What follows belongs to an exercise in optimizing a design on an open flow for small area, a short achievable clock period and few clock cycles per item; a production flow would make more cautious choices. At most, simulation tests tie the RTL to the original design; equivalence was not proved.

==> flow/design.v <==
package dct_pkg;
    typedef logic signed [15:0] coef_t;
    typedef logic signed [15:0] sample_t;
    typedef logic signed [31:0] acc_t;
    localparam int PROD_SHIFT = 8;   
    function automatic coef_t dct_coef(input logic [2:0] k, input logic [2:0] j);
        case ({k, j})
            6'o00: dct_coef = 16'sd1448;
            6'o01: dct_coef = 16'sd2008;
            6'o02: dct_coef = 16'sd1892;
            6'o03: dct_coef = 16'sd1702;
            6'o04: dct_coef = 16'sd1448;
            6'o05: dct_coef = 16'sd1137;
            6'o06: dct_coef = 16'sd783;
            6'o07: dct_coef = 16'sd399;
            6'o10: dct_coef = 16'sd1448;
            6'o11: dct_coef = 16'sd1702;
            6'o12: dct_coef = 16'sd783;
            6'o13: dct_coef = -16'sd399;
            6'o14: dct_coef = -16'sd1448;
            6'o15: dct_coef = -16'sd2008;
            6'o16: dct_coef = -16'sd1892;
            6'o17: dct_coef = -16'sd1137;
            6'o20: dct_coef = 16'sd1448;
            6'o21: dct_coef = 16'sd1137;
            6'o22: dct_coef = -16'sd783;
            6'o23: dct_coef = -16'sd2008;
            6'o24: dct_coef = -16'sd1448;
            6'o25: dct_coef = 16'sd399;
            6'o26: dct_coef = 16'sd1892;
            6'o27: dct_coef = 16'sd1702;
            6'o30: dct_coef = 16'sd1448;
            6'o31: dct_coef = 16'sd399;
            6'o32: dct_coef = -16'sd1892;
            6'o33: dct_coef = -16'sd1137;
            6'o34: dct_coef = 16'sd1448;
            6'o35: dct_coef = 16'sd1702;
            6'o36: dct_coef = -16'sd783;
            6'o37: dct_coef = -16'sd2008;
            6'o40: dct_coef = 16'sd1448;
            6'o41: dct_coef = -16'sd399;
            6'o42: dct_coef = -16'sd1892;
            6'o43: dct_coef = 16'sd1137;
            6'o44: dct_coef = 16'sd1448;
            6'o45: dct_coef = -16'sd1702;
            6'o46: dct_coef = -16'sd783;
            6'o47: dct_coef = 16'sd2008;
            6'o50: dct_coef = 16'sd1448;
            6'o51: dct_coef = -16'sd1137;
            6'o52: dct_coef = -16'sd783;
            6'o53: dct_coef = 16'sd2008;
            6'o54: dct_coef = -16'sd1448;
            6'o55: dct_coef = -16'sd399;
            6'o56: dct_coef = 16'sd1892;
            6'o57: dct_coef = -16'sd1702;
            6'o60: dct_coef = 16'sd1448;
            6'o61: dct_coef = -16'sd1702;
            6'o62: dct_coef = 16'sd783;
            6'o63: dct_coef = 16'sd399;
            6'o64: dct_coef = -16'sd1448;
            6'o65: dct_coef = 16'sd2008;
            6'o66: dct_coef = -16'sd1892;
            6'o67: dct_coef = 16'sd1137;
            6'o70: dct_coef = 16'sd1448;
            6'o71: dct_coef = -16'sd2008;
            6'o72: dct_coef = 16'sd1892;
            6'o73: dct_coef = -16'sd1702;
            6'o74: dct_coef = 16'sd1448;
            6'o75: dct_coef = -16'sd1137;
            6'o76: dct_coef = 16'sd783;
            6'o77: dct_coef = -16'sd399;
            default: dct_coef = '0;
        endcase
    endfunction
    typedef enum logic [1:0] {
        XF_IDLE,
        XF_WAIT_BANK,    
        XF_MAC,
        XF_EMIT
    } xform_state_e;
    typedef enum logic [1:0] {
        FE_IDLE,
        FE_WAIT_BANK,    
        FE_READ,
        FE_DRAIN         
    } fetch_state_e;
endpackage
package sram_map_pkg;
    typedef logic [17:0] sram_addr_t;
    typedef logic [15:0] sram_data_t;
    localparam int BLOCK_DIM = 8;
    localparam int BLOCK_SIZE = 64;
    localparam int SRAM_READ_LATENCY = 2;    
    typedef logic [6:0] buf_addr_t;   
    function automatic sram_addr_t pixel_addr(input logic [31:0] width,
                                              input sram_addr_t prow,
                                              input sram_addr_t pcol);
        sram_addr_t addr;
        addr = pcol;
        for (int b = 0; b < 18; b++) begin
            if (width[b])
                addr = addr + (prow << b);
        end
        pixel_addr = addr;
    endfunction
endpackage
`timescale 1ns/1ps
module idct_stage1_top #(
    parameter int BLOCK_COLS = 40,
    parameter int BLOCK_ROWS = 30,
    parameter int RESULT_BASE = 76800
) (
    input  logic       CLOCK,
    input  logic       Resetn,
    input  logic       start,
    input  logic [15:0] sram_read_data,
    output logic [17:0] sram_address,
    output logic [15:0] sram_write_data,
    output logic       sram_we_n,
    output logic       busy,
    output logic       done
);
    localparam int NSEG = BLOCK_COLS * BLOCK_ROWS * 8;    
    localparam int RSEG_W = 14;
    localparam int WSEG_W = 15;
    localparam int WSEG0 = RESULT_BASE / 8 - 1;           
    logic [3:0] fc;                  
    logic [RSEG_W-1:0] rseg;         
    logic [WSEG_W-1:0] wseg;         
    logic wr_on;                     
    logic [3:0] fc_n;
    logic [2:0] kord;
    assign fc_n = fc + 4'd1;
    always_comb begin
        case (fc_n[2:0])
            3'd0: kord = 3'd0;
            3'd1: kord = 3'd1;
            3'd2: kord = 3'd3;
            3'd3: kord = 3'd2;
            3'd4: kord = 3'd7;
            3'd5: kord = 3'd6;
            3'd6: kord = 3'd4;
            default: kord = 3'd5;
        endcase
    end
    always_ff @(posedge CLOCK or negedge Resetn) begin
        if (!Resetn) begin
            busy <= 1'b0;
            done <= 1'b0;
            sram_we_n <= 1'b1;
        end else begin
            done <= 1'b0;
            sram_we_n <= 1'b1;
            if (!busy) begin
                if (start)
                    busy <= 1'b1;
            end else begin
                sram_we_n <= !(fc_n[3] && wr_on);
                if (fc == 4'd14 && rseg == RSEG_W'(NSEG + 1)) begin
                    busy <= 1'b0;
                    done <= 1'b1;
                end
            end
        end
    end
    always_ff @(posedge CLOCK) begin
        if (!busy) begin
            fc <= 4'd0;
            rseg <= '0;
            wseg <= WSEG_W'(WSEG0);
            wr_on <= 1'b0;
            sram_address <= '0;
        end else begin
            fc <= fc_n;
            if (fc == 4'd7)
                rseg <= rseg + 1'b1;
            if (fc == 4'd15) begin
                wseg <= wseg + 1'b1;
                wr_on <= 1'b1;
            end
            if (fc_n[3])
                sram_address <= {wseg, fc_n[2:0]};
            else
                sram_address <= {1'b0, rseg, kord};
        end
    end
    logic signed [15:0] s_in, s_d1;
    logic s_vld;
    assign s_vld = (fc >= 4'd2) && (fc <= 4'd9);
    always_ff @(posedge CLOCK) begin
        s_in <= s_vld ? sram_read_data : 16'd0;
        s_d1 <= s_in;
    end
    logic signed [15:0] q1;
    logic signed [17:0] q3;
    logic signed [18:0] q5;
    logic signed [19:0] q15;
    logic qz5, qz6, qz7, qz8;    
    always_ff @(posedge CLOCK) begin
        q1  <= s_d1;
        q3  <= (18'(s_d1) <<< 1) + 18'(s_d1);
        q5  <= (19'(s_d1) <<< 2) + 19'(s_d1);
        q15 <= (20'(s_d1) <<< 4) - 20'(s_d1);
        qz5 <= (s_d1[4:0] == 5'd0);
        qz6 <= (s_d1[5:0] == 6'd0);
        qz7 <= (s_d1[6:0] == 7'd0);
        qz8 <= (s_d1[7:0] == 8'd0);
    end
    logic signed [24:0] p399;
    logic signed [25:0] p783, p851;
    logic signed [26:0] p1137;
    logic signed [23:0] p251, p181;
    logic signed [24:0] p473;
    assign p399  = (25'(q3) <<< 7) + 25'(q15);
    assign p783  = (26'(q3) <<< 8) + 26'(q15);
    assign p1137 = (27'(q1) <<< 10) + (27'(q1) <<< 7) - 27'(q15);
    assign p251  = (24'(q1) <<< 8) - 24'(q5);
    assign p473  = (25'(q15) <<< 5) - (25'(q1) <<< 3) + 25'(q1);
    assign p181  = (24'(q15) <<< 4) - (24'(q15) <<< 2) + 24'(q1);
    assign p851  = (26'(q3) <<< 8) + (26'(q5) <<< 4) + 26'(q3);
    logic signed [18:0] f1448, f2008, f1892, f1702, f1137;
    logic signed [17:0] f783;
    logic signed [16:0] f399;
    logic z5, z6, z7, z8;
    always_ff @(posedge CLOCK) begin
        f1448 <= 19'(p181 >>> 5);
        f2008 <= 19'(p251 >>> 5);
        f1892 <= 19'(p473 >>> 6);
        f1702 <= 19'(p851 >>> 7);
        f1137 <= 19'(p1137 >>> 8);
        f783  <= 18'(p783 >>> 8);
        f399  <= 17'(p399 >>> 8);
        z5 <= qz5;
        z6 <= qz6;
        z7 <= qz7;
        z8 <= qz8;
    end
    logic clr;
    logic [7:0] neg;             
    logic [7:0] neg_n;
    always_comb begin
        case (fc)
            4'd6:  neg_n = 8'b01101011;
            4'd7:  neg_n = 8'b00111010;
            4'd8:  neg_n = 8'b01011000;
            4'd9:  neg_n = 8'b00001111;
            4'd10: neg_n = 8'b01100100;
            4'd11: neg_n = 8'b00110101;
            4'd12: neg_n = 8'b01010111;
            default: neg_n = 8'b00000000;
        endcase
    end
    always_ff @(posedge CLOCK) begin
        neg <= neg_n;
        clr <= (fc == 4'd5);
    end
    logic signed [21:0] rz, ry, re, rf, ra, rb, rc, rd;
    function automatic logic signed [21:0] acc_step(input logic signed [21:0] prev,
                                                    input logic keep,
                                                    input logic signed [18:0] f,
                                                    input logic n,
                                                    input logic z);
        logic [22:0] t;
        t = {(keep ? prev : 22'd0), 1'b1} + {(22'(f) ^ {22{n}}), n & z};
        acc_step = t[22:1];
    endfunction
    always_ff @(posedge CLOCK) begin
        rz <= acc_step(rz, !clr, f1448, neg[7], z5);
        ry <= acc_step(ry, !clr, f1448, neg[6], z5);
        re <= acc_step(rf, !clr, f1892, neg[5], z6);
        rf <= acc_step(re, !clr, 19'(f783), neg[4], z8);
        ra <= acc_step(rc, !clr, f2008, neg[3], z5);
        rb <= acc_step(ra, !clr, f1702, neg[2], z7);
        rc <= acc_step(rd, !clr, f1137, neg[1], z8);
        rd <= acc_step(rb, !clr, 19'(f399), neg[0], z8);
    end
    logic [17:0] ch [8];
    function automatic logic [17:0] pack(input logic signed [21:0] v);
        pack = {v[21], (v[21:15] != {7{v[21]}}), v[15:0]};
    endfunction
    always_ff @(posedge CLOCK) begin
        if (clr) begin
            ch[0] <= pack(rz);
            ch[1] <= pack(rc);
            ch[2] <= pack(rf);
            ch[3] <= pack(ra);
            ch[4] <= pack(ry);
            ch[5] <= pack(rd);
            ch[6] <= pack(re);
            ch[7] <= pack(rb);
        end else begin
            for (int e = 0; e < 7; e++)
                ch[e] <= ch[e+1];
            ch[7] <= ch[7];
        end
        sram_write_data <= ch[0][16] ? {ch[0][17], {15{!ch[0][17]}}} : ch[0][15:0];
    end
endmodule
Settings: LEC_CHECK=0, CAP_MARGIN=20, CORE_MARGIN=2, CORE_UTILIZATION=40, SLEW_MARGIN=20; clock period 12.0 ns.
run.sh (not shown) runs the stock make flow with config.mk's settings and CLKGATE_MAP_FILE= SYNTH_SCRIPT=/design/flow/synth_recipe.tcl, a recipe that flattens the netlist after the stock synthesis.
Edit:
--- a/flow/design.v
+++ b/flow/design.v
@@ -144,17 +144,19 @@
         endcase
     end
+    logic we;                        
+    assign sram_we_n = !we;
     always_ff @(posedge CLOCK or negedge Resetn) begin
         if (!Resetn) begin
             busy <= 1'b0;
             done <= 1'b0;
-            sram_we_n <= 1'b1;
+            we <= 1'b0;
         end else begin
             done <= 1'b0;
-            sram_we_n <= 1'b1;
+            we <= 1'b0;
             if (!busy) begin
                 if (start)
                     busy <= 1'b1;
             end else begin
-                sram_we_n <= !(fc_n[3] && wr_on);
+                we <= fc_n[3] && wr_on;
                 if (fc == 4'd14 && rseg == RSEG_W'(NSEG + 1)) begin
                     busy <= 1'b0;
@@ -236,7 +238,7 @@
         z8 <= qz8;
     end
-    logic clr;
-    logic [7:0] neg;             
-    logic [7:0] neg_n;
+    logic ld;                    
+    logic [7:0] neg_n, pos_n;    
+    logic [7:0] neg, pos;
     always_comb begin
         case (fc)
@@ -250,35 +252,37 @@
             default: neg_n = 8'b00000000;
         endcase
+        pos_n = (fc == 4'd5) ? 8'b00000000 : ~neg_n;
     end
     always_ff @(posedge CLOCK) begin
         neg <= neg_n;
-        clr <= (fc == 4'd5);
+        pos <= pos_n;
+        ld <= (fc == 4'd5);
     end
     logic signed [21:0] rz, ry, re, rf, ra, rb, rc, rd;
     function automatic logic signed [21:0] acc_step(input logic signed [21:0] prev,
-                                                    input logic keep,
-                                                    input logic signed [18:0] f,
+                                                    input logic p,
                                                     input logic n,
+                                                    input logic signed [18:0] f,
                                                     input logic z);
         logic [22:0] t;
-        t = {(keep ? prev : 22'd0), 1'b1} + {(22'(f) ^ {22{n}}), n & z};
+        t = {(prev & {22{p | n}}), 1'b1} + {(22'(f) ^ {22{n}}), n & z};
         acc_step = t[22:1];
     endfunction
     always_ff @(posedge CLOCK) begin
-        rz <= acc_step(rz, !clr, f1448, neg[7], z5);
-        ry <= acc_step(ry, !clr, f1448, neg[6], z5);
-        re <= acc_step(rf, !clr, f1892, neg[5], z6);
-        rf <= acc_step(re, !clr, 19'(f783), neg[4], z8);
-        ra <= acc_step(rc, !clr, f2008, neg[3], z5);
-        rb <= acc_step(ra, !clr, f1702, neg[2], z7);
-        rc <= acc_step(rd, !clr, f1137, neg[1], z8);
-        rd <= acc_step(rb, !clr, 19'(f399), neg[0], z8);
-    end
-    logic [17:0] ch [8];
-    function automatic logic [17:0] pack(input logic signed [21:0] v);
-        pack = {v[21], (v[21:15] != {7{v[21]}}), v[15:0]};
+        rz <= acc_step(rz, pos[7], neg[7], f1448, z5);
+        ry <= acc_step(ry, pos[6], neg[6], f1448, z5);
+        re <= acc_step(rf, pos[5], neg[5], f1892, z6);
+        rf <= acc_step(re, pos[4], neg[4], 19'(f783), z8);
+        ra <= acc_step(rc, pos[3], neg[3], f2008, z5);
+        rb <= acc_step(ra, pos[2], neg[2], f1702, z7);
+        rc <= acc_step(rd, pos[1], neg[1], f1137, z8);
+        rd <= acc_step(rb, pos[0], neg[0], 19'(f399), z8);
+    end
+    logic [16:0] ch [8];
+    function automatic logic [16:0] pack(input logic signed [21:0] v);
+        pack = {v[21], (v[21:15] != {7{v[21]}}), v[14:0]};
     endfunction
     always_ff @(posedge CLOCK) begin
-        if (clr) begin
+        if (ld) begin
             ch[0] <= pack(rz);
             ch[1] <= pack(rc);
@@ -294,5 +298,5 @@
             ch[7] <= ch[7];
         end
-        sram_write_data <= ch[0][16] ? {ch[0][17], {15{!ch[0][17]}}} : ch[0][15:0];
+        sram_write_data <= {ch[0][16], ch[0][15] ? {15{!ch[0][16]}} : ch[0][14:0]};
     end
 endmodule
What happened:
- The new run finished with timing, DRC and antenna clean
- sequential cell count stays the same
- design area grows slightly
- wire length rose by a little under a tenth
- count of clock-buffer cells in the layout grows by 3
- sequential share of layout area drops by 0.14 points
- global-route usage went up by 1.6 points
- register-to-register slack improved by 1.3 ns
- non-clock buffer count is higher by 6
- hold slack loses 0.0049 ns
- die area increases slightly
Testbench counts after the change, summed over its fixed seeds: cycles 614,468, pictures 4.
The RTL of the first run of this note was laid out without a check of its function.

port drivers added, routing unchanged:
The results above use ideal ports. As a check the final layouts listed here were re-extracted and re-timed, cells and wires unchanged. Step 1, drivers: a clkbuf_16 drives CLOCK and a buf_2 each remaining input, both assumed. Step 2 times the ports against the registers' clock, not the clock port: input delays grow and output delays shrink by t, the midpoint of the rising clock arrivals with the driver on. Three values: no drivers, after step 1, after step 2; two values: the first two.
run | t (ns) | setup WS [ns] | worst data-port slew with drivers (ns) | cell pins on the clock port's net
the first run | 0.694 | 6.877 / 6.877 / 6.877 | 0.03 | 1
the second run | 0.697 | 8.045 / 7.979 / 8.214 | 0.05 | 1
After both steps setup and hold are still met in every run listed.
